Source: an optimization exercise on an open RTL-to-GDS flow (aim: a short achievable clock period and few clock cycles per item). Production flows keep margins and buffers that such runs may drop.
The RTL was checked by simulation tests, not by an equivalence proof against the original design.
No run shown here takes its clock network from TritonCTS; it comes from the design's own scripts or RTL.
No driver is modelled on the clock port, so clock power and skew are understated where the tree is cut down; a real chip needs a root buffer or a tree.
Power and IR drop assume default switching activity.

$ cat design/flow/design.v
`timescale 1ns/1ps
`default_nettype none
package dproc_pkg;
  localparam int xlen = 32;
  localparam logic [2:0] ALU_ADD   = 3'd0;
  localparam logic [2:0] ALU_XOR   = 3'd1;
  localparam logic [2:0] ALU_OR    = 3'd2;
  localparam logic [2:0] ALU_AND   = 3'd3;
  localparam logic [2:0] ALU_SLT   = 3'd4;
  localparam logic [2:0] ALU_SLTU  = 3'd5;
  localparam logic [2:0] ALU_SHIFT = 3'd6;
  localparam logic [2:0] BR_EQ  = 3'd0;
  localparam logic [2:0] BR_NE  = 3'd1;
  localparam logic [2:0] BR_LT  = 3'd2;
  localparam logic [2:0] BR_GE  = 3'd3;
  localparam logic [2:0] BR_LTU = 3'd4;
  localparam logic [2:0] BR_GEU = 3'd5;
  localparam int rsp_w = 1 + 5 + xlen + 1 + 20;
endpackage
`default_nettype wire
`timescale 1ns/1ps
`default_nettype none
module regfile (
  input  wire logic        clk_i,
  input  wire logic        arst_n_i,
  input  wire logic [31:1] rs1_oh_i,
  input  wire logic [31:1] rs2_oh_i,
  output logic [31:0]      rs1_data_o,
  output logic [31:0]      rs2_data_o,
  input  wire logic        we_i,
  input  wire logic [4:0]  waddr_i,
  input  wire logic [31:0] wdata_i
);
  logic [31:0] regs_q [31:1];
  always_ff @(posedge clk_i or negedge arst_n_i) begin
    if (!arst_n_i) begin
      for (int i = 1; i < 32; i++) begin
        regs_q[i] <= '0;
      end
    end else if (we_i && (waddr_i != 5'd0)) begin
      regs_q[waddr_i] <= wdata_i;
    end
  end
  always_comb begin
    rs1_data_o = '0;
    rs2_data_o = '0;
    for (int i = 1; i < 32; i++) begin
      rs1_data_o = rs1_data_o | ({32{rs1_oh_i[i]}} & regs_q[i]);
      rs2_data_o = rs2_data_o | ({32{rs2_oh_i[i]}} & regs_q[i]);
    end
  end
endmodule
`default_nettype wire
`timescale 1ns/1ps
`default_nettype none
module pipe_reg #(
  parameter int width = 32
) (
  input  wire logic             clk_i,
  input  wire logic             arst_n_i,
  input  wire logic             in_valid_i,
  input  wire logic [width-1:0] in_i,
  output logic                  out_valid_o,
  input  wire logic             out_ready_i,
  output logic [width-1:0]      out_o,
  output logic                  out_busy_o
);
  logic             head_valid_q;
  logic [width-1:0] head_q;
  logic [width-1:0] mem_q [8];
  logic [2:0]       rd_ptr_q;
  logic [2:0]       wr_ptr_q;
  logic [2:0]       count_q;      
  logic             pop;
  logic [2:0]       rd_ptr_d;
  logic [2:0]       count_d;
  logic             head_valid_d;
  logic [width-1:0] mem_at_rd;
  logic [width-1:0] mem_at_next;
  assign pop        = (count_q != 3'd0) & out_ready_i;
  assign rd_ptr_d   = rd_ptr_q + {2'd0, pop};
  assign count_d    = count_q + {2'd0, in_valid_i} - {2'd0, pop};
  assign head_valid_d = in_valid_i | (out_ready_i ? (count_q >= 3'd2) : (count_q != 3'd0));
  assign out_busy_o   = (count_q != 3'd0);
  assign mem_at_rd   = mem_q[rd_ptr_q];
  assign mem_at_next = mem_q[rd_ptr_q + 3'd1];
  always_ff @(posedge clk_i or negedge arst_n_i) begin
    if (!arst_n_i) begin
      head_valid_q <= 1'b0;
      rd_ptr_q     <= '0;
      wr_ptr_q     <= '0;
      count_q      <= '0;
    end else begin
      head_valid_q <= head_valid_d;
      rd_ptr_q     <= rd_ptr_d;
      wr_ptr_q     <= wr_ptr_q + {2'd0, in_valid_i};
      count_q      <= count_d;
    end
  end
  logic [width-1:0] head_if_taken;
  logic [width-1:0] head_if_kept;
  assign head_if_taken = (count_q <= 3'd1) ? in_i : mem_at_next;
  assign head_if_kept  = (count_q == 3'd0) ? in_i : mem_at_rd;
  always_ff @(posedge clk_i) begin
    head_q <= out_ready_i ? head_if_taken : head_if_kept;
  end
  always_ff @(posedge clk_i) begin
    for (int i = 0; i < 8; i++) begin
      if (in_valid_i && (wr_ptr_q == 3'(i))) begin
        mem_q[i] <= in_i;
      end
    end
  end
  assign out_valid_o = head_valid_q;
  assign out_o       = head_q;
endmodule
`default_nettype wire
`timescale 1ns/1ps
`default_nettype none
module alu (
  input  wire logic [31:0] op1_i,
  input  wire logic [31:0] op2_i,
  input  wire logic [31:0] add1_i,      
  input  wire logic [31:0] add2_i,      
  input  wire logic        cin_i,       
  input  wire logic [31:0] shl_op_i,    
  input  wire logic [31:0] shr_op_i,    
  input  wire logic        fill_i,      
  input  wire logic [4:0]  shl_amt_i,   
  input  wire logic [4:0]  shr_amt_i,   
  input  wire logic [4:0]  shl_amt_n_i, 
  input  wire logic [4:0]  shr_amt_n_i,
  input  wire logic        sel_add_i,
  input  wire logic        sel_xor_i,
  input  wire logic        sel_or_i,
  input  wire logic        sel_and_i,
  input  wire logic        sel_slt_i,
  input  wire logic        sel_sltu_i,
  input  wire logic        sel_shl_i,
  input  wire logic        sel_shr_i,
  input  wire logic [5:0]  cond_i,      
  output logic [31:0]      result_o,
  output logic             taken_o
);
  logic [31:0] sum;
  logic [31:0] shl;
  logic [31:0] shr;
  logic        fill;
  logic [31:0] shl_st [6];
  logic [31:0] shr_st [6];
  logic        lt, ltu, eq;
  logic [31:0] add_g [6];
  logic [31:0] add_p [6];
  logic [31:0] add_x;
  always_comb begin
    add_x    = add1_i ^ add2_i;
    add_g[0] = add1_i & add2_i;
    add_p[0] = add_x;
    for (int l = 0; l < 5; l++) begin
      for (int i = 0; i < 32; i++) begin
        if (i >= (1 << l)) begin
          add_g[l+1][i] = add_g[l][i] | (add_p[l][i] & add_g[l][i - (1 << l)]);
          add_p[l+1][i] = add_p[l][i] & add_p[l][i - (1 << l)];
        end else begin
          add_g[l+1][i] = add_g[l][i];
          add_p[l+1][i] = add_p[l][i];
        end
      end
    end
    sum = add_x ^ {add_g[5][30:0] | (add_p[5][30:0] & {31{cin_i}}), cin_i};
  end
  logic [31:0] cmp_g [6];
  logic [31:0] cmp_p [6];
  always_comb begin
    cmp_g[0] = op1_i & ~op2_i;
    cmp_p[0] = op1_i | ~op2_i;
    cmp_g[0][0] = cmp_g[0][0] | cmp_p[0][0];
    for (int l = 0; l < 5; l++) begin
      for (int i = 0; i < 32; i++) begin
        if (i >= (1 << l)) begin
          cmp_g[l+1][i] = cmp_g[l][i] | (cmp_p[l][i] & cmp_g[l][i - (1 << l)]);
          cmp_p[l+1][i] = cmp_p[l][i] & cmp_p[l][i - (1 << l)];
        end else begin
          cmp_g[l+1][i] = cmp_g[l][i];
          cmp_p[l+1][i] = cmp_p[l][i];
        end
      end
    end
  end
  assign eq  = (op1_i == op2_i);
  assign ltu = ~cmp_g[5][31];
  assign lt  = ltu ^ op1_i[31] ^ op2_i[31];
  assign fill = fill_i & shr_op_i[31];
  always_comb begin
    shl_st[0] = shl_op_i;
    shr_st[0] = shr_op_i;
    for (int s = 0; s < 5; s++) begin
      for (int i = 0; i < 32; i++) begin
        if ((i < 16) ? shl_amt_i[s] : ~shl_amt_n_i[s]) begin
          shl_st[s+1][i] = (i >= (1 << s)) ? shl_st[s][i - (1 << s)] : 1'b0;
        end else begin
          shl_st[s+1][i] = shl_st[s][i];
        end
        if ((i < 16) ? shr_amt_i[s] : ~shr_amt_n_i[s]) begin
          shr_st[s+1][i] = (i + (1 << s) < 32) ? shr_st[s][i + (1 << s)] : fill;
        end else begin
          shr_st[s+1][i] = shr_st[s][i];
        end
      end
    end
  end
  assign shl = shl_st[5];
  assign shr = shr_st[5];
  assign result_o = sum | shl | shr
                  | ({32{sel_xor_i}} & (op1_i ^ op2_i))
                  | ({32{sel_or_i}}  & (op1_i | op2_i))
                  | ({32{sel_and_i}} & (op1_i & op2_i))
                  | {31'd0, (sel_slt_i & lt) | (sel_sltu_i & ltu)};
  assign taken_o = (cond_i[0] & eq)  | (cond_i[1] & ~eq) |
                   (cond_i[2] & lt)  | (cond_i[3] & ~lt) |
                   (cond_i[4] & ltu) | (cond_i[5] & ~ltu);
endmodule
`default_nettype wire
`timescale 1ns/1ps
`default_nettype none
module exec_core (
  input  wire logic                  clk_i,
  input  wire logic                  arst_n_i,
  input  wire logic                  issue_valid_i,
  output logic                       issue_ready_o,
  input  wire logic [2:0]            issue_alu_op_i,
  input  wire logic                  issue_sub_i,
  input  wire logic                  issue_shift_right_i,
  input  wire logic                  issue_shift_arith_i,
  input  wire logic [4:0]            issue_rs1_i,
  input  wire logic [4:0]            issue_rs2_i,
  input  wire logic                  issue_use_imm_i,
  input  wire logic [31:0]           issue_imm_i,
  input  wire logic [4:0]            issue_rd_i,
  input  wire logic                  issue_write_i,
  input  wire logic                  issue_branch_i,
  input  wire logic [2:0]            issue_branch_cond_i,
  input  wire logic [19:0]           issue_branch_offset_i,
  output logic                       res_valid_o,
  input  wire logic                  res_ready_i,
  output logic                       res_write_o,
  output logic [4:0]                 res_rd_o,
  output logic [31:0]                res_result_o,
  output logic                       res_branch_taken_o,
  output logic [19:0]                res_branch_offset_o
);
  localparam int qdepth = 4;
  logic       ready_q;
  logic [2:0] credit_q;
  logic [2:0] credit_d;
  logic       fire;
  logic       retire;
  logic       res_busy;
  assign issue_ready_o = ready_q;
  assign fire          = issue_valid_i & ready_q;
  assign retire        = res_busy & res_ready_i;
  assign credit_d      = credit_q + {2'd0, fire} - {2'd0, retire};
  always_ff @(posedge clk_i or negedge arst_n_i) begin
    if (!arst_n_i) begin
      credit_q <= '0;
      ready_q  <= 1'b0;
    end else begin
      credit_q <= credit_d;
      case ({fire, retire})
        2'b10:   ready_q <= (credit_q <= 3'(qdepth - 1));
        2'b01:   ready_q <= 1'b1;
        default: ready_q <= (credit_q <= 3'(qdepth));
      endcase
    end
  end
  logic        d_valid_q;
  logic [31:1] d_rs1_oh_q;
  logic [31:1] d_rs2_oh_q;
  logic [4:0]  d_rs1_q;
  logic [4:0]  d_rs2_q;
  logic        d_use_imm_q;
  logic [31:0] d_imm_q;
  logic [4:0]  d_rd_q;
  logic        d_write_q;
  logic        d_wen_q;
  logic        d_sub_q;
  logic        d_fill_q;
  logic [7:0]  d_sel_q;     
  logic [5:0]  d_cond_q;    
  logic [19:0] d_off_q;
  always_ff @(posedge clk_i or negedge arst_n_i) begin
    if (!arst_n_i) begin
      d_valid_q <= 1'b0;
    end else begin
      d_valid_q <= fire;
    end
  end
  always_ff @(posedge clk_i) begin
    for (int i = 1; i < 32; i++) begin
      d_rs1_oh_q[i] <= (issue_rs1_i == 5'(i));
      d_rs2_oh_q[i] <= (issue_rs2_i == 5'(i));
    end
    d_rs1_q     <= issue_rs1_i;
    d_rs2_q     <= issue_rs2_i;
    d_use_imm_q <= issue_use_imm_i;
    d_imm_q     <= issue_imm_i;
    d_rd_q      <= issue_rd_i;
    d_write_q   <= issue_write_i;
    d_wen_q     <= issue_write_i & (issue_rd_i != 5'd0);
    d_sub_q     <= issue_sub_i;
    d_fill_q    <= issue_shift_right_i & issue_shift_arith_i;
    d_sel_q[0]  <= (issue_alu_op_i == dproc_pkg::ALU_ADD);
    d_sel_q[1]  <= (issue_alu_op_i == dproc_pkg::ALU_XOR);
    d_sel_q[2]  <= (issue_alu_op_i == dproc_pkg::ALU_OR);
    d_sel_q[3]  <= (issue_alu_op_i == dproc_pkg::ALU_AND);
    d_sel_q[4]  <= (issue_alu_op_i == dproc_pkg::ALU_SLT);
    d_sel_q[5]  <= (issue_alu_op_i == dproc_pkg::ALU_SLTU);
    d_sel_q[6]  <= (issue_alu_op_i == dproc_pkg::ALU_SHIFT) & ~issue_shift_right_i;
    d_sel_q[7]  <= (issue_alu_op_i == dproc_pkg::ALU_SHIFT) & issue_shift_right_i;
    d_cond_q[0] <= issue_branch_i & (issue_branch_cond_i == dproc_pkg::BR_EQ);
    d_cond_q[1] <= issue_branch_i & (issue_branch_cond_i == dproc_pkg::BR_NE);
    d_cond_q[2] <= issue_branch_i & (issue_branch_cond_i == dproc_pkg::BR_LT);
    d_cond_q[3] <= issue_branch_i & (issue_branch_cond_i == dproc_pkg::BR_GE);
    d_cond_q[4] <= issue_branch_i & (issue_branch_cond_i == dproc_pkg::BR_LTU);
    d_cond_q[5] <= issue_branch_i & (issue_branch_cond_i == dproc_pkg::BR_GEU);
    d_off_q     <= issue_branch_offset_i;
  end
  logic        e_valid_q;
  logic        e_wen_q;
  logic [4:0]  e_rd_q;
  logic        w_valid_q;
  logic        w_wen_q;
  logic [4:0]  w_rd_q;
  logic [31:0] w_result_q;
  logic [31:0] alu_result;
  logic        alu_taken;
  logic [31:0] rf_rs1;
  logic [31:0] rf_rs2;
  logic        fwd_e1, fwd_e2, fwd_w1, fwd_w2;
  logic [31:0] opnd1_d;
  logic [31:0] opnd2_d;
  regfile u_regfile (
    .clk_i      (clk_i),
    .arst_n_i   (arst_n_i),
    .rs1_oh_i   (d_rs1_oh_q),
    .rs2_oh_i   (d_rs2_oh_q),
    .rs1_data_o (rf_rs1),
    .rs2_data_o (rf_rs2),
    .we_i       (w_wen_q),
    .waddr_i    (w_rd_q),
    .wdata_i    (w_result_q)
  );
  assign fwd_e1 = e_wen_q & (e_rd_q == d_rs1_q);
  assign fwd_e2 = e_wen_q & (e_rd_q == d_rs2_q) & ~d_use_imm_q;
  assign fwd_w1 = w_wen_q & (w_rd_q == d_rs1_q);
  assign fwd_w2 = w_wen_q & (w_rd_q == d_rs2_q);
  assign opnd1_d = fwd_e1 ? alu_result : (fwd_w1 ? w_result_q : rf_rs1);
  assign opnd2_d = fwd_e2 ? alu_result :
                   (d_use_imm_q ? d_imm_q : (fwd_w2 ? w_result_q : rf_rs2));
  logic [31:0] other1;
  logic [31:0] other2;
  logic        add_e1, add_o1, add_e2, add_o2;
  logic        shl_e1, shl_o1, shl_e2, shl_o2;
  logic        shr_e1, shr_o1, shr_e2, shr_o2;
  assign other1 = fwd_w1 ? w_result_q : rf_rs1;
  assign other2 = d_use_imm_q ? d_imm_q : (fwd_w2 ? w_result_q : rf_rs2);
  assign add_e1 = d_sel_q[0] & fwd_e1;
  assign add_o1 = d_sel_q[0] & ~fwd_e1;
  assign add_e2 = d_sel_q[0] & fwd_e2;
  assign add_o2 = d_sel_q[0] & ~fwd_e2;
  assign shl_e1 = d_sel_q[6] & fwd_e1;
  assign shl_o1 = d_sel_q[6] & ~fwd_e1;
  assign shl_e2 = d_sel_q[6] & fwd_e2;
  assign shl_o2 = d_sel_q[6] & ~fwd_e2;
  assign shr_e1 = d_sel_q[7] & fwd_e1;
  assign shr_o1 = d_sel_q[7] & ~fwd_e1;
  assign shr_e2 = d_sel_q[7] & fwd_e2;
  assign shr_o2 = d_sel_q[7] & ~fwd_e2;
  logic [31:0] e_op1_q;
  logic [31:0] e_op2_q;
  logic [31:0] e_add1_q;
  logic [31:0] e_add2_q;
  logic        e_cin_q;
  logic [31:0] e_shl_op_q;
  logic [31:0] e_shr_op_q;
  logic [4:0]  e_shl_amt_q;
  logic [4:0]  e_shr_amt_q;
  logic [4:0]  e_shl_amt_n_q;
  logic [4:0]  e_shr_amt_n_q;
  logic        e_write_q;
  logic        e_fill_q;
  logic [7:0]  e_sel_q;
  logic [5:0]  e_cond_q;
  logic [19:0] e_off_q;
  always_ff @(posedge clk_i or negedge arst_n_i) begin
    if (!arst_n_i) begin
      e_valid_q <= 1'b0;
      e_wen_q   <= 1'b0;
    end else begin
      e_valid_q <= d_valid_q;
      e_wen_q   <= d_valid_q & d_wen_q;
    end
  end
  always_ff @(posedge clk_i) begin
    e_op1_q     <= opnd1_d;
    e_op2_q     <= opnd2_d;
    e_add1_q    <= (alu_result & {32{add_e1}}) | (other1 & {32{add_o1}});
    e_add2_q    <= ((alu_result ^ {32{d_sub_q}}) & {32{add_e2}}) |
                   ((other2 ^ {32{d_sub_q}}) & {32{add_o2}});
    e_cin_q     <= d_sel_q[0] & d_sub_q;
    e_shl_op_q  <= (alu_result & {32{shl_e1}}) | (other1 & {32{shl_o1}});
    e_shr_op_q  <= (alu_result & {32{shr_e1}}) | (other1 & {32{shr_o1}});
    e_shl_amt_q <= (alu_result[4:0] & {5{shl_e2}}) | (other2[4:0] & {5{shl_o2}});
    e_shr_amt_q <= (alu_result[4:0] & {5{shr_e2}}) | (other2[4:0] & {5{shr_o2}});
    e_shl_amt_n_q <= ~((alu_result[4:0] & {5{shl_e2}}) | (other2[4:0] & {5{shl_o2}}));
    e_shr_amt_n_q <= ~((alu_result[4:0] & {5{shr_e2}}) | (other2[4:0] & {5{shr_o2}}));
    e_rd_q      <= d_rd_q;
    e_write_q   <= d_write_q;
    e_fill_q    <= d_fill_q;
    e_sel_q     <= d_sel_q;
    e_cond_q    <= d_cond_q;
    e_off_q     <= d_off_q;
  end
  alu u_alu (
    .op1_i      (e_op1_q),
    .op2_i      (e_op2_q),
    .add1_i     (e_add1_q),
    .add2_i     (e_add2_q),
    .cin_i      (e_cin_q),
    .shl_op_i   (e_shl_op_q),
    .shr_op_i   (e_shr_op_q),
    .fill_i     (e_fill_q),
    .shl_amt_i  (e_shl_amt_q),
    .shr_amt_i  (e_shr_amt_q),
    .shl_amt_n_i(e_shl_amt_n_q),
    .shr_amt_n_i(e_shr_amt_n_q),
    .sel_add_i  (e_sel_q[0]),
    .sel_xor_i  (e_sel_q[1]),
    .sel_or_i   (e_sel_q[2]),
    .sel_and_i  (e_sel_q[3]),
    .sel_slt_i  (e_sel_q[4]),
    .sel_sltu_i (e_sel_q[5]),
    .sel_shl_i  (e_sel_q[6]),
    .sel_shr_i  (e_sel_q[7]),
    .cond_i     (e_cond_q),
    .result_o   (alu_result),
    .taken_o    (alu_taken)
  );
  logic        w_write_q;
  logic        w_taken_q;
  logic [19:0] w_off_q;
  always_ff @(posedge clk_i or negedge arst_n_i) begin
    if (!arst_n_i) begin
      w_valid_q <= 1'b0;
      w_wen_q   <= 1'b0;
    end else begin
      w_valid_q <= e_valid_q;
      w_wen_q   <= e_wen_q;
    end
  end
  always_ff @(posedge clk_i) begin
    w_result_q <= alu_result;
    w_rd_q     <= e_rd_q;
    w_write_q  <= e_write_q;
    w_taken_q  <= alu_taken;
    w_off_q    <= e_off_q;
  end
  logic [dproc_pkg::rsp_w-1:0] q_out;
  pipe_reg #(
    .width (dproc_pkg::rsp_w)
  ) u_resq (
    .clk_i       (clk_i),
    .arst_n_i    (arst_n_i),
    .in_valid_i  (w_valid_q),
    .in_i        ({w_write_q, w_rd_q, w_result_q, w_taken_q, w_off_q}),
    .out_valid_o (res_valid_o),
    .out_ready_i (res_ready_i),
    .out_o       (q_out),
    .out_busy_o  (res_busy)
  );
  assign {res_write_o, res_rd_o, res_result_o, res_branch_taken_o, res_branch_offset_o} = q_out;
endmodule
`default_nettype wire
$ cat design/flow/flow/run.sh
#!/bin/bash
# Standard layout with two changes: timing repair aims further below the clock period,
# and the clock tree is a hand-built balanced tree of clock inverters (flow/pre_cts.tcl).
set -e
export SETUP_SLACK_MARGIN=6.6
export PRE_CTS_TCL=$PWD/flow/pre_cts.tcl
bash standard.sh > standard.log 2>&1
$ cat design/flow/flow/mycts.tcl
# Balanced two-level clock tree built by hand: the clock port feeds a few root buffers,
# each root feeds a group of leaf buffers, each leaf feeds a cluster of nearby flip-flops.
proc kmeans {pts k iters {slack 1.05}} {
  # pts: list of {x y}; returns list of cluster indices
  set n [llength $pts]
  set cx {}; set cy {}
  # seed centres by sorting on x+y and picking evenly
  set order [lsort -integer -indices [lmap p $pts {expr {[lindex $p 0] + [lindex $p 1]}}]]
  for {set c 0} {$c < $k} {incr c} {
    set p [lindex $pts [lindex $order [expr {int(($c + 0.5) * $n / $k)}]]]
    lappend cx [lindex $p 0]; lappend cy [lindex $p 1]
  }
  set cap [expr {int(ceil(1.0 * $n / $k * $slack))}]
  for {set it 0} {$it < $iters} {incr it} {
    # capacity-limited assignment: points ordered by their best distance
    set cnt [lrepeat $k 0]
    set assign [lrepeat $n -1]
    set cand {}
    set i 0
    foreach p $pts {
      set px [lindex $p 0]; set py [lindex $p 1]
      set ds {}
      for {set c 0} {$c < $k} {incr c} {
        lappend ds [list [expr {abs($px - [lindex $cx $c]) + abs($py - [lindex $cy $c])}] $c]
      }
      set ds [lsort -integer -index 0 $ds]
      lappend cand [list [lindex $ds 0 0] $i $ds]
      incr i
    }
    foreach e [lsort -integer -index 0 $cand] {
      set i [lindex $e 1]
      foreach d [lindex $e 2] {
        set c [lindex $d 1]
        if {[lindex $cnt $c] < $cap} {
          lset assign $i $c
          lset cnt $c [expr {[lindex $cnt $c] + 1}]
          break
        }
      }
    }
    # recentre
    set sx [lrepeat $k 0]; set sy [lrepeat $k 0]
    set i 0
    foreach p $pts {
      set c [lindex $assign $i]
      lset sx $c [expr {[lindex $sx $c] + [lindex $p 0]}]
      lset sy $c [expr {[lindex $sy $c] + [lindex $p 1]}]
      incr i
    }
    for {set c 0} {$c < $k} {incr c} {
      if {[lindex $cnt $c] > 0} {
        lset cx $c [expr {[lindex $sx $c] / [lindex $cnt $c]}]
        lset cy $c [expr {[lindex $sy $c] / [lindex $cnt $c]}]
      }
    }
  }
  return [list $assign $cx $cy]
}

proc build_clock_tree {clk_port leaf_size n_roots buf_name {mid_size 0}} {
  set db [ord::get_db]
  set block [ord::get_db_block]
  set master [$db findMaster $buf_name]
  set clk_net [$block findNet $clk_port]
  set sinks {}
  set pts {}
  foreach it [$clk_net getITerms] {
    set inst [$it getInst]
    set loc [$inst getLocation]
    set m [$inst getMaster]
    lappend sinks $it
    lappend pts [list [expr {[lindex $loc 0] + [$m getWidth] / 2}] [expr {[lindex $loc 1] + [$m getHeight] / 2}]]
  }
  set n [llength $sinks]
  set k [expr {int(ceil(1.0 * $n / $leaf_size))}]
  puts "mycts: $n sinks, $k leaf buffers, $n_roots roots"
  lassign [kmeans $pts $k 12] assign cx cy
  # leaf buffers
  set leaves {}
  for {set c 0} {$c < $k} {incr c} {
    set inst [odb::dbInst_create $block $master "cts_leaf_$c"]
    $inst setLocation [expr {int([lindex $cx $c])}] [expr {int([lindex $cy $c])}]
    $inst setPlacementStatus PLACED
    set net [odb::dbNet_create $block "clknet_leaf_$c"]
    $net setSigType CLOCK
    [$inst findITerm X] connect $net
    lappend leaves $inst
  }
  set i 0
  foreach it $sinks {
    set c [lindex $assign $i]
    $it disconnect
    $it connect [$block findNet "clknet_leaf_$c"]
    incr i
  }
  # optional middle level: groups of about mid_size leaves share one buffer
  set upper $leaves
  set ux $cx; set uy $cy
  if {$mid_size > 1} {
    set nm [expr {int(ceil(1.0 * $k / $mid_size))}]
    set nm [expr {int(ceil(1.0 * $nm / $n_roots)) * $n_roots}]
    set lpts {}
    for {set c 0} {$c < $k} {incr c} { lappend lpts [list [lindex $cx $c] [lindex $cy $c]] }
    lassign [kmeans $lpts $nm 12 1.0] massign mx my
    set mids {}
    for {set m 0} {$m < $nm} {incr m} {
      set inst [odb::dbInst_create $block $master "cts_mid_$m"]
      $inst setLocation [expr {int([lindex $mx $m])}] [expr {int([lindex $my $m])}]
      $inst setPlacementStatus PLACED
      set net [odb::dbNet_create $block "clknet_mid_$m"]
      $net setSigType CLOCK
      [$inst findITerm X] connect $net
      lappend mids $inst
    }
    for {set c 0} {$c < $k} {incr c} {
      [[lindex $leaves $c] findITerm A] connect [$block findNet "clknet_mid_[lindex $massign $c]"]
    }
    puts "mycts: $nm middle buffers"
    set upper $mids
    set ux $mx; set uy $my
  }
  # root buffers over groups of the level below
  set nu [llength $upper]
  set lpts {}
  for {set c 0} {$c < $nu} {incr c} { lappend lpts [list [lindex $ux $c] [lindex $uy $c]] }
  lassign [kmeans $lpts $n_roots 12 1.0] rassign rx ry
  for {set r 0} {$r < $n_roots} {incr r} {
    set inst [odb::dbInst_create $block $master "cts_root_$r"]
    $inst setLocation [expr {int([lindex $rx $r])}] [expr {int([lindex $ry $r])}]
    $inst setPlacementStatus PLACED
    set net [odb::dbNet_create $block "clknet_root_$r"]
    $net setSigType CLOCK
    [$inst findITerm X] connect $net
    [$inst findITerm A] connect $clk_net
  }
  for {set c 0} {$c < $nu} {incr c} {
    [[lindex $upper $c] findITerm A] connect [$block findNet "clknet_root_[lindex $rassign $c]"]
  }
}
$ cat design/flow/flow/mytree.tcl
# Generic balanced clock tree built by hand, level by level from the flip-flops up.
# sizes: fan-out of each level from the bottom (sinks per leaf driver, leaves per next
# driver, ...); the top level always has n_roots drivers fed by the clock port.
source [file join [file dirname [info script]] mycts.tcl]

proc out_term {inst} {
  foreach it [$inst getITerms] {
    if {[$it isOutputSignal]} { return $it }
  }
}
proc in_term {inst} {
  foreach it [$inst getITerms] {
    if {[$it isInputSignal]} { return $it }
  }
}

proc build_tree_levels {clk_port sizes n_roots cell} {
  set db [ord::get_db]
  set block [ord::get_db_block]
  set master [$db findMaster $cell]
  set clk_net [$block findNet $clk_port]
  # current loads: list of {iterm x y}
  set loads {}
  foreach it [$clk_net getITerms] {
    set inst [$it getInst]
    set loc [$inst getLocation]
    set m [$inst getMaster]
    lappend loads [list $it [expr {[lindex $loc 0] + [$m getWidth] / 2}] [expr {[lindex $loc 1] + [$m getHeight] / 2}]]
  }
  set nlev [expr {[llength $sizes] + 1}]
  for {set lev 0} {$lev < $nlev} {incr lev} {
    set n [llength $loads]
    if {$lev == $nlev - 1} {
      set k $n_roots
    } else {
      set k [expr {int(ceil(1.0 * $n / [lindex $sizes $lev]))}]
    }
    set pts [lmap l $loads {list [lindex $l 1] [lindex $l 2]}]
    set slackf [expr {$lev == 0 ? 1.05 : 1.0}]
    lassign [kmeans $pts $k 12 $slackf] assign cx cy
    set newloads {}
    set nets {}
    for {set c 0} {$c < $k} {incr c} {
      set inst [odb::dbInst_create $block $master "cts_l${lev}_$c"]
      $inst setLocation [expr {int([lindex $cx $c])}] [expr {int([lindex $cy $c])}]
      $inst setPlacementStatus PLACED
      set net [odb::dbNet_create $block "clknet_l${lev}_$c"]
      $net setSigType CLOCK
      [out_term $inst] connect $net
      lappend nets $net
      lappend newloads [list [in_term $inst] [lindex $cx $c] [lindex $cy $c]]
    }
    set i 0
    foreach l $loads {
      set it [lindex $l 0]
      $it disconnect
      $it connect [lindex $nets [lindex $assign $i]]
      incr i
    }
    puts "mytree: level $lev: $k drivers for $n loads"
    set loads $newloads
  }
  foreach l $loads { [lindex $l 0] connect $clk_net }
}
$ cat design/flow/flow/pre_cts.tcl
# Hook sourced by ORFS cts.tcl before clock tree synthesis.
# Builds a balanced clock tree by hand from four levels of clkinv_16 (an even count, so
# the flip-flops see the clock's own polarity): clock port -> 4 roots -> 2 each ->
# 4 each -> leaf inverters driving about 16 nearby flip-flops each. It then stands in
# for clock_tree_synthesis, so the rest of the standard cts step (legalisation, timing
# repair) runs unchanged.
source [file join [file dirname [info script]] mytree.tcl]
build_tree_levels clk_i {16 4 4} 4 sky130_fd_sc_hd__clkinv_16
# cts.tcl runs repair_clock_inverters after this hook; it would clone the tree's
# inverters next to every flip-flop, so it is skipped as well
rename repair_clock_inverters orfs_repair_clock_inverters
proc repair_clock_inverters {args} {
  puts "clock inverters left as built by pre_cts.tcl"
}
rename clock_tree_synthesis orfs_clock_tree_synthesis
proc clock_tree_synthesis {args} {
  puts "clock tree already built by pre_cts.tcl"
  set_propagated_clock [all_clocks]
}
$ cat design/flow/standard.sh
#!/bin/bash
# synth_recipe.tcl (not shown) runs the flow's synth.tcl, then flattens the netlist and writes it again
# the make line also repeats each setting of config.mk as NAME=value (left out here)
make -C /OpenROAD-flow-scripts/flow DESIGN_CONFIG=/design/flow/config.mk WORK_HOME=/design/flow/orfs CLKGATE_MAP_FILE= SYNTH_SCRIPT=/design/flow/synth_recipe.tcl "${@:-finish}"
$ cat design/flow/config.mk
export PLATFORM = sky130hd
export DESIGN_NAME = exec_core
export DESIGN_NICKNAME = exec_core
export VERILOG_FILES = /design/flow/design.v
export SDC_FILE = /design/flow/constraint.sdc
export NUM_CORES = 4
export LEC_CHECK = 0
export ABC_CLOCK_PERIOD_IN_PS = 2000
export CAP_MARGIN = 20
export CORE_MARGIN = 2
export CORE_UTILIZATION = 40
export SLEW_MARGIN = 20
$ cat design/flow/constraint.sdc
create_clock -name core_clock -period 9.0 [get_ports {clk_i}]
set_input_delay 1.8000 -clock core_clock [delete_from_list [all_inputs] [get_ports {clk_i}]]
set_output_delay 1.8000 -clock core_clock [all_outputs]
set_load 0.01 [all_outputs]
==> results of run 1 <==
## power by group
part	switching (mW)	internal [mW]
clock	5.12	1.34
combinational	5.29	4.16
sequential	0.731	10.1
total	11.1	15.6
## state kept, by name (all words and copies together), names as in the netlist, 8 cells and up
signal,count
u_regfile.regs_q,992
u_resq.mem_q,472
u_resq.head_q,59
d_imm_q,32
e_add1_q,32
e_add2_q,32
e_op1_q,32
e_op2_q,32
e_shl_op_q,32
e_shr_op_q,32
w_result_q,32
d_rs1_oh_q,31
d_rs2_oh_q,31
d_off_q,20
e_off_q,20
w_off_q,20
d_sel_q,8
## layer usage
metal | up-vias | wire [um]
met5 | - | 347
met4 | 24 | 36050
met3 | 2083 | 60160
met2 | 7022 | 174400
met1 | 38950 | 148300
li1 | 29941 | -
## repair_timing
item	CTS	global route
hold endpoints to repair	0	0
cloned	31	21
endpoints found under the setup margin	2412	1010
hold buffers	0	0
pin swaps	208	216
gates resized for setup	1274	416
buffers inserted	268	111
## final timing paths
path                           startpoint                 endpoint  slack, ns  cells after the start
max                        e_shl_amt_q[0]           e_shl_op_q[31]       6.08                     12
min                             d_rd_q[4]                e_rd_q[4]       0.28                      0
max reg2reg                e_shl_amt_q[0]           e_shl_op_q[31]       6.08                     12
min reg2reg                     d_rd_q[4]                e_rd_q[4]       0.28                      0
max in group asynchronous        arst_n_i                w_valid_q       6.70                      3
min in group asynchronous        arst_n_i  u_regfile.regs_q[15][6]       1.18                      1
## layout make-up
class,instances,share of cell area [%]
Multi-Input combinational cell,4893,38.95
Tap cell,3026,3.337
Timing Repair Buffer,763,8.352
Timing Repair inverter,1,0.007719
Inverter,323,5.011
Antenna cell,30,0.06616
Sequential cell,2000,44.28
## cells in the final DEF, fill, tap and decap left out, types with 166 or more instances in the layout
master and count:
a22oi_1 337, clkinv_16 169, mux2_2 1023, dfxtp_1 354, nand2_1 296, edfxtp_1 472
a21oi_1 204, nor2_1 213, mux2i_1 211, o21ai_0 219, o21ai_1 166, buf_4 284
a22o_1 286, buf_6 192, dfrtp_1 1006, a221oi_1 309
## worst max-delay path, stage by stage, from the launching register on
cell and delay [ns]:
dfxtp_4 0.41, buf_6 0.12, buf_12 0.09, mux4_2 0.54, mux2i_2 0.21, buf_4 0.16
nand2_4 0.05, o21ai_4 0.12, o211ai_1 0.30, nor2b_1 0.22, mux2i_2 0.12, a21o_4 0.28
and2_4 0.16
## cell families after synthesis
| family | count (synthesis) | synth area share (%) |
|---|---|---|
| compound gates | 2127 | 16.68 |
| xor+xnor | 55 | 0.5194 |
| fa+ha+maj | 175 | 2.385 |
| buf+inv | 811 | 3.355 |
| flops | 2000 | 53.72 |
| mux | 1376 | 17.25 |
| simple gates | 1158 | 6.083 |
## through the flow
stage / utilization [%] / instances
finish: 49.26 / 11036
CTS: 47.93 / 10874
global placement: 42.52 / 10405
global route: 49.23 / 11008
floorplan: - / 7702
detailed placement: 42.52 / 10406
==> impl_results.md, run 1 <==
* Antenna viol nets, final at 0
* Sequential area share after synthesis at 53.72%
* Net Count, Synth at 7960
* Worst slew margin at 15.44%
* Clk slew on worst S/H paths at 0.06 ns
* Min Tclk post-route at 2.921 ns
* Worst Setup End Kind: register
* Status: no timing/DRC/antenna violations
* Fmax at 0.3424 GHz
* Top Usage Layer GRT: met2
* Setup TNS at 0 ns
* Top-Level Pins at 144
* Power, Total at 26.76 mW
* Post-Syn Area at 92740 sq um
* Hold Fails Final Rpt at 0
* Die height at 485.5 um
* First-pass GRT wire length at 570000 um
* WL/cell at 37.99 um
* Core area at 230300 sq um
* Worst setup margin at 6.079 ns
* Synthesized netlist cell count at 7702
* Layout cells sized above 1 at 34.62%
* Vias post-DR at 78020
* Dominant register cell in the synthesized netlist: dfrtp_1
* Yosys warning count at 12
* Pin count of the biggest net entering global routing at 86
* Cell area after placement at 97950 sq um
* GRT Total Usage at 33.57%
* Fillers at 19647
* Critical Path RT at 9.38 ns
* Worst EP arrival at 3.31 ns
* Seq. cell area at 50240 sq um
* Pre-CTS WS at 3.807 ns
* Final WL at 419300 um
* DP HPWL at 217200 um
* Final setup viols at 0
* Count leader, synth: mux2_2
* Post-synth top area cell: dfrtp_1
* Number of synthesized flops with an enable pin at 472
* Avg Cell Area, Syn at 12.04 sq um
* Worst Skew at 0.07586 ns
* RSZ-0062 raised after global routing: yes
* PwrDens at 235.9 nW/um^2
* Crit Path Category: register to register
* DRT Pass-1 Iters at 10
* Global Route met1 Usage at 41.97%
* DRT iter0 DRCs at 13365
* #FFs+latches synth at 2000
* Worst Path Max Fanout at 7
* Initial Utilization at 40.26%
* Synth cell count leaders: mux2_2, dfrtp_1, dfxtp_1
* Min-Delay Path Class: register to register
* Max Slew Vio Count at 0
* Synth cell types at 85
* Routed vias/inst at 7.070
* Multi-input logic area at 44190 sq um
* Top cell type's share of synthesized area at 27.28%
* Vias in the first global route at 74250
* Area contributors post-synth: dfrtp_1, edfxtp_1, mux2_2
* Final period util at 32.45%
* Finished Cell Area at 113500 sq um
* CP startpoint kind: register
* Hold_ws at 0.2773 ns
* Antenna violations before repair at 31
* Floorplan row count at 176
* M2 GR Usage at 48.47%
* GPL Wtd Cong at 0.9502
* VDD IR max at 249.2 uV
* I/O Buffers at 143
* Post-synth ARST share at 50.55%
* Die ar. at 235700 sq um
* Final #Nets at 8240
* Leak at 46.61 nW
* GRT overflow at 0
* Total of max-cap violations at 0
* Least-Margin Pin Slew at 1.268 ns
* Layout area overhead at 22.35%
* Chip Width at 485.5 um
* DRC viols at 0
* Met3 GRT Util at 12.32%
* Worst-Skew Late Latency at 0.51 ns
Testbench counts, summed over its fixed seeds: cycles 8,032, items 8,000.
==> run 2: changes to the inputs <==
--- a/design/flow/design.v
+++ b/design/flow/design.v
@@ -276,8 +276,13 @@
   logic        d_valid_q;
   logic [31:1] d_rs1_oh_q;
   logic [31:1] d_rs2_oh_q;
-  logic [4:0]  d_rs1_q;
-  logic [4:0]  d_rs2_q;
+  logic        d_fe1_q;     
+  logic        d_fw1_q;     
+  logic        d_fe2_q;
+  logic        d_fw2_q;
+  logic        e_wen_q;
+  logic [4:0]  e_rd_q;
+  logic        fe1_n, fw1_n, fe2_n, fw2_n;
   logic        d_use_imm_q;
   logic [31:0] d_imm_q;
   logic [4:0]  d_rd_q;
@@ -288,6 +293,10 @@
   logic [7:0]  d_sel_q;     
   logic [5:0]  d_cond_q;    
   logic [19:0] d_off_q;
+  assign fe1_n = d_valid_q & d_wen_q & (d_rd_q == issue_rs1_i);
+  assign fw1_n = e_wen_q & (e_rd_q == issue_rs1_i);
+  assign fe2_n = d_valid_q & d_wen_q & (d_rd_q == issue_rs2_i) & ~issue_use_imm_i;
+  assign fw2_n = e_wen_q & (e_rd_q == issue_rs2_i) & ~issue_use_imm_i;
   always_ff @(posedge clk_i or negedge arst_n_i) begin
     if (!arst_n_i) begin
       d_valid_q <= 1'b0;
@@ -297,11 +306,13 @@
   end
   always_ff @(posedge clk_i) begin
     for (int i = 1; i < 32; i++) begin
-      d_rs1_oh_q[i] <= (issue_rs1_i == 5'(i));
-      d_rs2_oh_q[i] <= (issue_rs2_i == 5'(i));
+      d_rs1_oh_q[i] <= (issue_rs1_i == 5'(i)) & ~fe1_n & ~fw1_n;
+      d_rs2_oh_q[i] <= (issue_rs2_i == 5'(i)) & ~issue_use_imm_i & ~fe2_n & ~fw2_n;
     end
-    d_rs1_q     <= issue_rs1_i;
-    d_rs2_q     <= issue_rs2_i;
+    d_fe1_q     <= fe1_n;
+    d_fw1_q     <= fw1_n & ~fe1_n;
+    d_fe2_q     <= fe2_n;
+    d_fw2_q     <= fw2_n & ~fe2_n;
     d_use_imm_q <= issue_use_imm_i;
     d_imm_q     <= issue_imm_i;
     d_rd_q      <= issue_rd_i;
@@ -326,8 +337,6 @@
     d_off_q     <= issue_branch_offset_i;
   end
   logic        e_valid_q;
-  logic        e_wen_q;
-  logic [4:0]  e_rd_q;
   logic        w_valid_q;
   logic        w_wen_q;
   logic [4:0]  w_rd_q;
@@ -350,20 +359,19 @@
     .waddr_i    (w_rd_q),
     .wdata_i    (w_result_q)
   );
-  assign fwd_e1 = e_wen_q & (e_rd_q == d_rs1_q);
-  assign fwd_e2 = e_wen_q & (e_rd_q == d_rs2_q) & ~d_use_imm_q;
-  assign fwd_w1 = w_wen_q & (w_rd_q == d_rs1_q);
-  assign fwd_w2 = w_wen_q & (w_rd_q == d_rs2_q);
-  assign opnd1_d = fwd_e1 ? alu_result : (fwd_w1 ? w_result_q : rf_rs1);
-  assign opnd2_d = fwd_e2 ? alu_result :
-                   (d_use_imm_q ? d_imm_q : (fwd_w2 ? w_result_q : rf_rs2));
+  assign fwd_e1 = d_fe1_q;
+  assign fwd_e2 = d_fe2_q;
+  assign fwd_w1 = d_fw1_q;
+  assign fwd_w2 = d_fw2_q;
+  assign opnd1_d = fwd_e1 ? alu_result : other1;
+  assign opnd2_d = fwd_e2 ? alu_result : other2;
   logic [31:0] other1;
   logic [31:0] other2;
   logic        add_e1, add_o1, add_e2, add_o2;
   logic        shl_e1, shl_o1, shl_e2, shl_o2;
   logic        shr_e1, shr_o1, shr_e2, shr_o2;
-  assign other1 = fwd_w1 ? w_result_q : rf_rs1;
-  assign other2 = d_use_imm_q ? d_imm_q : (fwd_w2 ? w_result_q : rf_rs2);
+  assign other1 = rf_rs1 | (w_result_q & {32{fwd_w1}});
+  assign other2 = rf_rs2 | (w_result_q & {32{fwd_w2}}) | (d_imm_q & {32{d_use_imm_q}});
   assign add_e1 = d_sel_q[0] & fwd_e1;
   assign add_o1 = d_sel_q[0] & ~fwd_e1;
   assign add_e2 = d_sel_q[0] & fwd_e2;
==> impl_results.md, run 2 <==
* Status: no timing/DRC/antenna violations
* Worst Skew at 0.07222 ns
* Worst-Skew Late Latency at 0.51 ns
* GPL Wtd Cong at 0.9324
* Final #Nets at 8118
* Worst Setup End Kind: register
* Sequential area share after synthesis at 54.11%
* Core area at 227900 sq um
* Final period util at 34.82%
* Min Tclk post-route at 3.134 ns
* Chip Width at 483.2 um
* Top Registers: u_regfile.regs_q (992), u_resq.mem_q (472), u_resq.head_q (59)
* Max Slew Vio Count at 0
* Fmax at 0.3191 GHz
* Die height at 483.2 um
* Crit path max-delay family: compound AO/OA/AOI/OAI gates
* Post-synth ARST share at 50.70%
* DRT iter0 DRCs at 13789
* GRT Total Usage at 34.67%
* DRT Pass-1 Iters at 8
* VDD IR max at 263.3 uV
* PwrDens at 220.9 nW/um^2
* Die ar. at 233500 sq um
* Hold_buf cts at 0
* Vias post-DR at 77835
* Leak at 45.27 nW
* Post-Syn Area at 91850 sq um
* GRT overflow at 0
* Layout cells sized above 1 at 35.31%
* Setup TNS at 0 ns
* First-pass GRT wire length at 582900 um
* FF-to-FF setup slack at 5.87 ns
* Least-Margin Pin Slew at 1.222 ns
* Number of synthesized flops with an enable pin at 472
* Final setup viols at 0
* Crit Path Category: register to register
* DP HPWL at 222400 um
* Avg Cell Area, Syn at 12.06 sq um
* Worst slew margin at 18.54%
* CP startpoint kind: register
* Top cell type's share of synthesized area at 27.55%
* Clk slew on worst S/H paths at 0.05 ns
* Synthesized netlist cell count at 7613
* Floorplan row count at 175
* Commonest non-fill, non-tap cell in the layout: mux2_2
* Synth cell types at 96
* Final WL at 424700 um
* Crit path buf inv count at 1
* Antenna violations before repair at 22
* Net Count, Synth at 7871
* Top-Level Pins at 144
* Layout area overhead at 21.05%
* DRC viols at 0
* Initial Utilization at 40.29%
* Routed vias/inst at 7.155
* Worst EP arrival at 3.44 ns
* Pin count of the biggest net entering global routing at 123
* Most frequent cells in the layout: mux2_2, dfrtp_1, a22oi_1, edfxtp_1, dfxtp_1
* I/O Buffers at 143
* Largest register FFs at 992
* WL/cell at 39.04 um
* Yosys warning count at 12
* CP cell instances: ha_4 > nand2_4 > o211ai_1 > a21boi_2 > a211o_4 > a32o_2 > or3_4 > a211oi_4 > buf_6 > nor3_2
* #FFs+latches synth at 1994
* RSZ-0062 raised after global routing: yes
* Worst Path Max Fanout at 3
* Crit-path slowest cell: o211ai_1
* Largest register by flop count: u_regfile.regs_q
* Synth cell count leaders: mux2_2, dfrtp_1, a22oi_1
* Critical Path RT at 9.31 ns
* CP max stage delay at 0.58 ns
* Count leader, synth: mux2_2
* Vias in the first global route at 74508
* Antenna viol nets, final at 0
* Total of max-cap violations at 0
* Post-synth top area cell: dfrtp_1
* Min-Delay Path Class: register to register
* Area contributors post-synth: dfrtp_1, edfxtp_1, mux2_2
* Hold Fails Final Rpt at 0
* Dominant register cell in the synthesized netlist: dfrtp_1
* Hold_ws at 0.3192 ns
[run 2: cell count changes after synthesis, sizes merged, moves of 37 or more]
cell    before   now
a221oi     360   323
nand2      331   279
and2       101    36
mux2      1069  1032
nand3       73   166
a22oi      338   537
a21oi      251   313
nor2       249   336
o21ai      429   249
mux2i      240   142
[run 2: path summary, 6_finish.rpt]
path	from	to	cells after the start
min in group asynchronous	arst_n_i	u_regfile.regs_q[8][17]	1
min reg2reg	e_off_q[13]	w_off_q[13]	0
max in group asynchronous	arst_n_i	u_regfile.regs_q[8][11]	3
max	e_add2_q[8]	e_shl_op_q[31]	10
max reg2reg	e_add2_q[8]	e_shl_op_q[31]	10
min	e_off_q[13]	w_off_q[13]	0
[run 2: power by group]
part	internal, mW	total (mW)	switching (mW)
registers	10.0	10.7	0.675
clock network	1.34	6.50	5.16
logic	3.00	7.34	4.34
[run 2: kinds of logic (layout without fill, tap and decap cells)]
kind of cell               count (synthesis)  in the layout  synth area share, %
other                                      0             12                    0
xor gates and xnor gates                  44             44               0.4196
adders and majority gates                175            175                2.408
buffers and inverters                    810           1045                3.358
AOI/OAI and AO/OA                       2123           2123                17.04
and+or+nand+nor                         1205           1215                6.296
muxes                                   1262           1262                16.36
DFF                                     1994           1994                54.11
[run 2: metrics by stage]
step | cells | util [%] | total power, mW | area (sq um) | setup slack, ns
after detailed placement | 10311 | 42.62 | 16.24 | 97150 | 4.514
after global routing | 10869 | 48.76 | 25.41 | 111200 | 5.882
after global placement | 10311 | 42.62 | 16.14 | 97140 | 4.553
final | 10879 | 48.78 | 24.56 | 111200 | 5.866
after floorplan | 7613 | - | 14.14 | 92890 | 6.050
after CTS | 10766 | 47.74 | 24.04 | 108800 | 5.835
[run 2: timing repair]
item | 4_1_cts | 5_1_grt
resized for setup | 1257 | 369
endpoints found under the setup margin | 2598 | 1050
gates cloned | 36 | 4
setup buffers | 250 | 96
pin swaps | 238 | 168
[run 2: worst register-to-register path, delay by kind of cell, from the launching register on]
| family | cells | cell delay (ns) |
|---|---|---|
| buf+inv | 1 | 0.16 |
| compound gates | 5 | 1.68 |
| flops | 1 | 0.33 |
| simple gates | 3 | 0.53 |
| fa+ha+maj | 1 | 0.29 |
[run 2: area by class of cell]
class	count	area, sq um
Antenna cell	12	30.03
Sequential cell	1994	50110
Fill cell	19605	116800
Timing Repair Buffer	705	8051
Multi-Input combinational cell	4819	43480
Inverter	340	5743
Tap cell	3009	3765
[run 2: metal layers]
layer | vias to the layer above | GRT usage [%] | routed length, um
met3 | 2105 | 12.02 | 61150
met5 | - | 0 | 140
met1 | 38949 | 43.22 | 148800
met2 | 7135 | 49.60 | 174000
met4 | 12 | 25.63 | 40570
li1 | 29634 | - | -
Testbench counts of run 2, summed over its fixed seeds: cycles 8,032, items 8,000.
==> run 3: changes to the inputs <==
==> design/flow/flow/run.sh (replaced) <==
#!/bin/bash
# Standard layout (standard.sh) with three changes:
#  - synthesis maps with flow/abc_map.script (flow/synth_map.tcl), registers unchanged;
#  - timing repair aims further below the clock period;
#  - the clock tree is a hand-built balanced tree of clock inverters (flow/pre_cts.tcl).
set -e
export SETUP_SLACK_MARGIN=6.6
export PRE_CTS_TCL=$PWD/flow/pre_cts.tcl
export FLOW_ABC_MAP_SCRIPT=$PWD/flow/abc_map.script
bash standard.sh SYNTH_SCRIPT=$PWD/flow/synth_map.tcl finish > standard.log 2>&1
==> design/flow/flow/abc_map.script (new file) <==
strash
dch
map -D 1000
topo
buffer -p
upsize -D 1000
dnsize -D 1000
stime -p
==> design/flow/flow/synth_map.tcl (new file) <==
# The standard flow's synthesis script (synth_recipe.tcl) unchanged, except that the final ABC
# mapping runs flow/abc_map.script (classic delay-driven "map") in place of ORFS's
# abc_speed.script. Flip-flops are mapped before ABC and ABC gets no -dff, so the
# registers, their names and their cells are those of the standard synthesis.
proc synth {args} { yosys synth -nofsm -noshare {*}$args }
proc abc {args} {
  set i [lsearch -exact $args -script]
  if {$i >= 0} {
    set args [lreplace $args [expr {$i + 1}] [expr {$i + 1}] $::env(FLOW_ABC_MAP_SCRIPT)]
  }
  yosys abc {*}$args
}
source $::env(SCRIPTS_DIR)/synth.tcl
# left out here: clear keep_hierarchy, flatten, clean up, hide names made inside functions, write 1_2_yosys.v
==> impl_results.md, run 3 <==
* RSZ-0062 raised after global routing: yes
* Pre-CTS WS at 4.004 ns
* Net Count, Synth at 10345
* Power, Total at 24.89 mW
* Initial Utilization at 40.15%
* Worst setup margin at 5.979 ns
* Most frequent cells in the layout: nand2_1, o21ai_0, dfrtp_1, inv_1, buf_4
* Chip Width at 483.9 um
* DRT iter0 DRCs at 16754
* Min-Delay Path Class: register to register
* Number of synthesized flops with an enable pin at 472
* Setup TNS at 0 ns
* GRT overflow at 0
* Sw Ratio at 42.65%
* Area contributors post-synth: dfrtp_1, edfxtp_1, dfxtp_1
* Layout area overhead at 30.39%
* Switch Pwr at 10.62 mW
* Seq pwr share at 44.0%
* WL/cell at 34.66 um
* DRC viols at 0
* Worst slew margin at 22.05%
* Routed vias/inst at 6.664
* First-pass GRT wire length at 644200 um
* Status: no timing/DRC/antenna violations
* I/O Buffers at 143
* Die ar. at 234200 sq um
* Post-synth top area cell: dfrtp_1
* Clock share of power at 26.3%
* Top Registers: u_regfile.regs_q (992), u_resq.mem_q (472), u_resq.head_q (59)
* Hold Fails Final Rpt at 0
* Pin count of the biggest net entering global routing at 121
* Max Slew Vio Count at 0
* VDD IR max at 261.1 uV
* Crit Path Category: register to register
* Total of max-cap violations at 0
* Sequential area share after synthesis at 53.95%
* Worst Path Max Fanout at 4
* Post-synth ARST share at 50.70%
* Top cell type's share of synthesized area at 27.46%
* Hold_buf cts at 0
* Post-Syn Area at 92130 sq um
* Yosys warning count at 12
* Post-route insts no fill at 13754
* Final #Nets at 10970
* Worst EP arrival at 3.37 ns
* Largest register by flop count: u_regfile.regs_q
* Clk slew on worst S/H paths at 0.05 ns
* Internal at 14.28 mW
* Adder-Cell Fraction of Synth Area at 2.401%
* Fmax at 0.3310 GHz
* GPL Wtd Cong at 1.025
* Critical Path RT at 9.35 ns
* CP startpoint kind: register
* Worst-Skew Late Latency at 0.53 ns
* Compound-Gate Fraction of Synth Area at 23.84%
* Layout cells sized above 1 at 24.04%
* Final WL at 476700 um
* GRT Total Usage at 38.22%
* Synth cell types at 68
* Least-Margin Pin Slew at 1.169 ns
* Die height at 483.9 um
* #FFs+latches synth at 1994
* Simple-gate share of the synthesized area at 12.39%
* PwrDens at 207.2 nW/um^2
* DP HPWL at 283300 um
* Leak at 45.44 nW
* Vias in the first global route at 84390
* Count leader, synth: nand2_1
* Core area at 229500 sq um
* Largest register FFs at 992
* Vias post-DR at 91654
* Commonest non-fill, non-tap cell in the layout: nand2_1
* Largest family of logic cells by synthesized area: compound AO/OA/AOI/OAI gates
* Worst Skew at 0.1010 ns
* Synthesized netlist cell count at 10087
* Dominant register cell in the synthesized netlist: dfrtp_1
* Antenna viol nets, final at 0
* Worst Setup End Kind: register
* Combinational share of power at 29.7%
* Antenna violations before repair at 33
* Post-Place Cells at 12865
* Final setup viols at 0
* Mux share of post-synthesis cell area at 0.1100%
* Avg Cell Area, Syn at 9.133 sq um
* DRT Pass-1 Iters at 10
* Synth cell count leaders: nand2_1, o21ai_0, dfrtp_1
* XOR/XNOR Fraction of Synth Area at 0.3422%
* Floorplan row count at 176
* Final period util at 33.57%
* Top-Level Pins at 144
* Min Tclk post-route at 3.021 ns
## run 3: cell types whose count changed in the layout (fill, tap and decap cells not counted), sizes merged, moves of 193 or more
cell	delta
a22o	-266
inv	+752
o22ai	+193
o21ai	+1240
buf	+421
nand2	+1339
mux2	-1031
## run 3: power groups by stage
stage	logic [mW]	clock network (mW)	registers (mW)
finish	7.40	6.55	10.9
global route	7.63	7.07	11.0
CTS	6.72	6.62	10.9
detailed placement	5.32	0	11.0
global placement	5.26	0	11.0
floorplan	2.99	0	10.8
## run 3: cells by family after synthesis
family	count (synthesis)
AOI/OAI and AO/OA	3481
and+or+nand+nor	2708
DFF	1994
buffers and inverters	1683
adders and majority gates	175
xor gates and xnor gates	36
muxes	10
## run 3: area by class of cell
cell class	count	area [sq um]
diodes	18	45.04
fillers	20053	109300
inverters	1154	9200
multi-input cells	6416	43470
flip-flops and latches	1994	50030
well taps	3026	3786
repair buffers	1141	13560
repair inverters	5	37.54
## run 3: per-layer routing
metal	routed length [um]	up-vias	GRT usage [%]
met3	78530	1926	15.15
met5	531	-	0
met1	172100	44696	50.15
met4	37740	38	23.95
li1	-	37058	-
met2	187800	7936	52.26
## run 3: through the flow
stage	area (sq um)	util [%]	hold WS, ns
6_report	120100	52.35	0.3228
5_1_grt	120100	52.34	0.3287
4_1_cts	113500	49.46	0.3248
3_5_place_dp	97860	42.65	0.3121
3_3_place_gp	97850	42.64	0.3097
2_1_floorplan	92670	-	0.3096
## run 3: worst max-delay path, stage by stage, from the launching register on
cell	delay [ns]
dfxtp_2	0.32
buf_12	0.13
clkinv_8	0.04
buf_12	0.11
buf_8	0.12
o221ai_4	0.11
a221oi_4	0.63
nand4_1	0.64
nor4_2	0.38
buf_6	0.26
o21ai_2	0.07
## run 3: path summary, 6_finish.rpt
kind	start	endpoint	slack, ns	depth (start not counted)
worst min-delay path	e_off_q[16]	w_off_q[16]	0.32	0
worst max register to register	d_rs1_oh_q[15]	e_op1_q[26]	5.98	10
worst min register to register	e_off_q[16]	w_off_q[16]	0.32	0
min in group asynchronous	arst_n_i	u_regfile.regs_q[24][4]	1.27	1
worst max-delay path	d_rs1_oh_q[15]	e_op1_q[26]	5.98	10
max in group asynchronous	arst_n_i	u_regfile.regs_q[13][13]	6.60	2
## run 3: what timing repair did
item,in CTS,in global routing
pin swaps,305,380
setup buffers,398,236
gates cloned,48,20
endpoints found under the hold margin,0,0
setup endpoints to repair,2445,1114
gates resized for setup,1908,986
==> run 4: changes to the inputs <==
--- a/design/flow/design.v
+++ b/design/flow/design.v
@@ -78,8 +78,14 @@
   logic [width-1:0] mem_at_rd;
   logic [width-1:0] mem_at_next;
   assign pop        = (count_q != 3'd0) & out_ready_i;
-  assign rd_ptr_d   = rd_ptr_q + {2'd0, pop};
-  assign count_d    = count_q + {2'd0, in_valid_i} - {2'd0, pop};
+  logic [2:0]       rd_ptr_inc;
+  logic [2:0]       count_kept;
+  logic [2:0]       count_taken;
+  assign rd_ptr_inc  = rd_ptr_q + 3'd1;
+  assign count_kept  = count_q + {2'd0, in_valid_i};
+  assign count_taken = count_kept - 3'd1;
+  assign rd_ptr_d   = pop ? rd_ptr_inc : rd_ptr_q;
+  assign count_d    = pop ? count_taken : count_kept;
   assign head_valid_d = in_valid_i | (out_ready_i ? (count_q >= 3'd2) : (count_q != 3'd0));
   assign out_busy_o   = (count_q != 3'd0);
   assign mem_at_rd   = mem_q[rd_ptr_q];
@@ -259,7 +265,12 @@
   assign issue_ready_o = ready_q;
   assign fire          = issue_valid_i & ready_q;
   assign retire        = res_busy & res_ready_i;
-  assign credit_d      = credit_q + {2'd0, fire} - {2'd0, retire};
+  logic [2:0] credit_inc;
+  logic [2:0] credit_dec;
+  assign credit_inc    = credit_q + 3'd1;
+  assign credit_dec    = credit_q - 3'd1;
+  assign credit_d      = (fire & ~retire) ? credit_inc :
+                         (retire & ~fire) ? credit_dec : credit_q;
   always_ff @(posedge clk_i or negedge arst_n_i) begin
     if (!arst_n_i) begin
       credit_q <= '0;
@@ -276,13 +287,8 @@
   logic        d_valid_q;
   logic [31:1] d_rs1_oh_q;
   logic [31:1] d_rs2_oh_q;
-  logic        d_fe1_q;     
-  logic        d_fw1_q;     
-  logic        d_fe2_q;
-  logic        d_fw2_q;
-  logic        e_wen_q;
-  logic [4:0]  e_rd_q;
-  logic        fe1_n, fw1_n, fe2_n, fw2_n;
+  logic [4:0]  d_rs1_q;
+  logic [4:0]  d_rs2_q;
   logic        d_use_imm_q;
   logic [31:0] d_imm_q;
   logic [4:0]  d_rd_q;
@@ -293,10 +299,6 @@
   logic [7:0]  d_sel_q;     
   logic [5:0]  d_cond_q;    
   logic [19:0] d_off_q;
-  assign fe1_n = d_valid_q & d_wen_q & (d_rd_q == issue_rs1_i);
-  assign fw1_n = e_wen_q & (e_rd_q == issue_rs1_i);
-  assign fe2_n = d_valid_q & d_wen_q & (d_rd_q == issue_rs2_i) & ~issue_use_imm_i;
-  assign fw2_n = e_wen_q & (e_rd_q == issue_rs2_i) & ~issue_use_imm_i;
   always_ff @(posedge clk_i or negedge arst_n_i) begin
     if (!arst_n_i) begin
       d_valid_q <= 1'b0;
@@ -306,13 +308,11 @@
   end
   always_ff @(posedge clk_i) begin
     for (int i = 1; i < 32; i++) begin
-      d_rs1_oh_q[i] <= (issue_rs1_i == 5'(i)) & ~fe1_n & ~fw1_n;
-      d_rs2_oh_q[i] <= (issue_rs2_i == 5'(i)) & ~issue_use_imm_i & ~fe2_n & ~fw2_n;
+      d_rs1_oh_q[i] <= (issue_rs1_i == 5'(i));
+      d_rs2_oh_q[i] <= (issue_rs2_i == 5'(i));
     end
-    d_fe1_q     <= fe1_n;
-    d_fw1_q     <= fw1_n & ~fe1_n;
-    d_fe2_q     <= fe2_n;
-    d_fw2_q     <= fw2_n & ~fe2_n;
+    d_rs1_q     <= issue_rs1_i;
+    d_rs2_q     <= issue_rs2_i;
     d_use_imm_q <= issue_use_imm_i;
     d_imm_q     <= issue_imm_i;
     d_rd_q      <= issue_rd_i;
@@ -337,6 +337,8 @@
     d_off_q     <= issue_branch_offset_i;
   end
   logic        e_valid_q;
+  logic        e_wen_q;
+  logic [4:0]  e_rd_q;
   logic        w_valid_q;
   logic        w_wen_q;
   logic [4:0]  w_rd_q;
@@ -359,19 +361,20 @@
     .waddr_i    (w_rd_q),
     .wdata_i    (w_result_q)
   );
-  assign fwd_e1 = d_fe1_q;
-  assign fwd_e2 = d_fe2_q;
-  assign fwd_w1 = d_fw1_q;
-  assign fwd_w2 = d_fw2_q;
-  assign opnd1_d = fwd_e1 ? alu_result : other1;
-  assign opnd2_d = fwd_e2 ? alu_result : other2;
+  assign fwd_e1 = e_wen_q & (e_rd_q == d_rs1_q);
+  assign fwd_e2 = e_wen_q & (e_rd_q == d_rs2_q) & ~d_use_imm_q;
+  assign fwd_w1 = w_wen_q & (w_rd_q == d_rs1_q);
+  assign fwd_w2 = w_wen_q & (w_rd_q == d_rs2_q);
+  assign opnd1_d = fwd_e1 ? alu_result : (fwd_w1 ? w_result_q : rf_rs1);
+  assign opnd2_d = fwd_e2 ? alu_result :
+                   (d_use_imm_q ? d_imm_q : (fwd_w2 ? w_result_q : rf_rs2));
   logic [31:0] other1;
   logic [31:0] other2;
   logic        add_e1, add_o1, add_e2, add_o2;
   logic        shl_e1, shl_o1, shl_e2, shl_o2;
   logic        shr_e1, shr_o1, shr_e2, shr_o2;
-  assign other1 = rf_rs1 | (w_result_q & {32{fwd_w1}});
-  assign other2 = rf_rs2 | (w_result_q & {32{fwd_w2}}) | (d_imm_q & {32{d_use_imm_q}});
+  assign other1 = fwd_w1 ? w_result_q : rf_rs1;
+  assign other2 = d_use_imm_q ? d_imm_q : (fwd_w2 ? w_result_q : rf_rs2);
   assign add_e1 = d_sel_q[0] & fwd_e1;
   assign add_o1 = d_sel_q[0] & ~fwd_e1;
   assign add_e2 = d_sel_q[0] & fwd_e2;
==> impl_results.md, run 4 <==
* Area contributors post-synth: dfrtp_1, edfxtp_1, dfxtp_1
* CP startpoint kind: register
* Layout cells sized above 1 at 24.52%
* GRT overflow at 0
* Critical Path RT at 7.20 ns
* Worst Skew at 0.07641 ns
* Sw Ratio at 44.28%
* Chip Width at 485.1 um
* Fmax at 0.3515 GHz
* VDD IR max at 289.2 uV
* Detail Route met2 WL at 211700 um
* Status: no timing/DRC/antenna violations
* Largest register FFs at 992
* Worst setup margin at 6.155 ns
* Synthesized netlist cell count at 10189
* Largest register by flop count: u_regfile.regs_q
* Worst EP arrival at 1.05 ns
* Most frequent cells in the layout: nand2_1, o21ai_0, dfrtp_1, inv_1, a22oi_1
* Core area at 230100 sq um
* Final #Nets at 11085
* Initial Utilization at 40.23%
* WL met3 at 87230 um
* Pre-CTS WS at 4.520 ns
* Top-Level Pins at 144
* Top Registers: u_regfile.regs_q (992), u_resq.mem_q (472), u_resq.head_q (59)
* DRT iter0 DRCs at 18828
* Final period util at 31.61%
* Switch Pwr at 11.85 mW
* Antenna viol nets, final at 0
* Min-Delay Path Class: register to register
* Post-synth top area cell: dfrtp_1
* Max Slew Vio Count at 0
* Clock share of power at 24.7%
* Post-synth ARST share at 50.55%
* Crit Path Category: register to output pin
* Crit-path slowest cell: dfxtp_4
* Die height at 485.1 um
* Final core occ at 52.72%
* Combinational share of power at 33.1%
* Post-Place Cells at 12910
* CP cell instances: buf_6
* Antenna violations before repair at 50
* Yosys warning count at 12
* Die ar. at 235300 sq um
* GPL Wtd Cong at 1.040
* Sequential area share after synthesis at 53.82%
* Top sig layer: met5
* Avg Cell Area, Syn at 9.085 sq um
* Final WL at 535300 um
* Number of synthesized flops with an enable pin at 472
* #FFs+latches synth at 2000
* Internal at 14.91 mW
* Worst Path Max Fanout at 1
* Cell area after placement at 97580 sq um
* Floorplan row count at 176
* RSZ-0062 raised after global routing: yes
* Synth cell types at 79
* Vias in the first global route at 86063
* PwrDens at 220.6 nW/um^2
* DRT Pass-1 Iters at 14
* Dominant register cell in the synthesized netlist: dfrtp_1
* Synth cell count leaders: nand2_1, o21ai_0, dfrtp_1
* GRT Total Usage at 42.70%
* DRC viols at 0
* Hold Fails Final Rpt at 0
* CP max stage delay at 0.42 ns
* Leak at 46.73 nW
* Min Tclk post-route at 2.845 ns
* Least-Margin Pin Slew at 1.265 ns
* Worst slew margin at 15.69%
* Worst-Skew Late Latency at 0.52 ns
* Crit path max-delay family: flip-flops
* Post-route insts no fill at 13908
* Vias post-DR at 95887
* Post-Syn Area at 92570 sq um
* Count leader, synth: nand2_1
* Final setup viols at 0
* Crit path buf inv count at 1
* Hold_ws at 0.3162 ns
* Power, Total at 26.76 mW
* Commonest non-fill, non-tap cell in the layout: nand2_1
* Net Count, Synth at 10446
* WL met1 at 182100 um
* DP HPWL at 295000 um
* Layout area overhead at 31.05%
* Finished Cell Area at 121300 sq um
* First-pass GRT wire length at 705300 um
* Hold_buf cts at 0
* Setup TNS at 0 ns
* Pin count of the biggest net entering global routing at 87
* I/O Buffers at 143
* Routed vias/inst at 6.894
* Top cell type's share of synthesized area at 27.33%
* WL/cell at 38.49 um
* Worst Setup End Kind: output pin
* Seq pwr share at 42.2%
* Total of max-cap violations at 0
* Clk slew on worst S/H paths at 0.05 ns
-- run 4: cell count changes after synthesis, moves of 52 or more --
cell,before,now
o221ai_1,126,190
a2111oi_0,78,25
o22ai_1,219,271
nand2_1,1614,1855
nand3_1,249,307
o21ai_0,1466,1239
a22oi_1,568,631
-- run 4: path summary, 6_finish.rpt --
check,slack [ns],start,end,depth (start not counted)
max in group asynchronous,6.65,arst_n_i,u_regfile.regs_q[30][0],2
setup reg to reg,6.22,d_rs2_oh_q[18],e_add2_q[24],11
min in group asynchronous,1.21,arst_n_i,u_regfile.regs_q[12][8],1
setup / recovery,6.15,u_resq.head_q[54],res_rd_o[1],1
hold reg to reg,0.32,d_off_q[6],e_off_q[6],0
hold / removal,0.32,d_off_q[6],e_off_q[6],0
-- run 4: final cells by class --
| class | instances | area, sq um |
|---|---|---|
| well taps | 3026 | 3786 |
| repair inverters | 5 | 30.03 |
| flip-flops and latches | 2000 | 50240 |
| inverters | 1119 | 9238 |
| repair buffers | 1151 | 14230 |
| diodes | 56 | 140.1 |
| multi-input cells | 6551 | 43640 |
| fillers | 20176 | 108800 |
-- run 4: cell families (layout without fill, tap and decap cells) --
group,count (synthesis),count (layout),share of synthesized area (%)
buffers and inverters,1656,2275,6.858
DFF,2000,2000,53.82
and+or+nand+nor,3003,3021,13.57
adders and majority gates,174,174,2.368
muxes,13,13,0.1419
AOI/OAI and AO/OA,3314,3314,22.97
xor gates and xnor gates,29,29,0.2744
other,0,56,0
-- run 4: power by group through the flow --
stage	Clock (mW)	Sequential [mW]	Combinational, mW
2_1_floorplan	0	11.0	3.28
3_3_place_gp	0	11.3	5.74
3_5_place_dp	0	11.3	5.79
4_1_cts	6.63	11.2	7.36
5_1_grt	7.10	11.3	9.03
6_report	6.61	11.3	8.86
-- run 4: repair_timing --
| action | in CTS | in global routing |
|---|---|---|
| setup endpoints to repair | 2460 | 1214 |
| buffers inserted | 470 | 209 |
| gates cloned | 63 | 30 |
| pin swaps | 264 | 385 |
| gates resized for setup | 1980 | 1011 |
-- run 4: per-layer routing --
metal	track usage, %	vias to the layer above
li1	-	37431
met1	52.15	45902
met2	59.11	9599
met3	18.51	2917
met4	32.11	38
met5	1.245	-
Testbench counts of run 4, summed over its fixed seeds: cycles 8,032, items 8,000.

port drivers added, routing unchanged:
The results above use ideal ports. As a check the final layouts listed here were re-extracted and re-timed, cells and wires unchanged.
Step 1 (the two cells are an assumption about what drives the block):
set clk [get_ports {clk_i}]
set_driving_cell -lib_cell sky130_fd_sc_hd__clkbuf_16 $clk
set_driving_cell -lib_cell sky130_fd_sc_hd__buf_2 [delete_from_list [all_inputs] $clk]
Step 2 times the ports against the registers' clock, not the clock port: input delays grow and output delays shrink by t, the midpoint of the rising clock arrivals with the driver on.
a / b / c = no drivers / after step 1 / after step 2; a / b = the first two.
| run | t, ns | slack for setup (ns) | hold slack, ns | worst register clock-pin slew, ns | worst slew at a driven data input, ns |
|---|---|---|---|---|---|
| run 1 | 0.790 | 6.079 / 5.863 / 5.585 | 0.277 / 0.272 / 0.272 | 0.06 / 0.06 | 0.26 |
| run 2 | 0.800 | 5.866 / 5.852 / 5.757 | 0.319 / 0.319 / 0.319 | 0.06 / 0.06 | 0.18 |
| run 3 | 0.819 | 5.979 / 5.852 / 5.601 | 0.323 / 0.323 / 0.323 | 0.07 / 0.07 | 0.23 |
| run 4 | 0.822 | 6.155 / 5.803 / 5.884 | 0.316 / 0.319 / 0.319 | 0.07 / 0.07 | 0.14 |
After both steps every run listed still meets setup and hold. The setup slack of run 1, which loses most, moves by -0.216 ns with the drivers and by -0.494 ns with both steps.
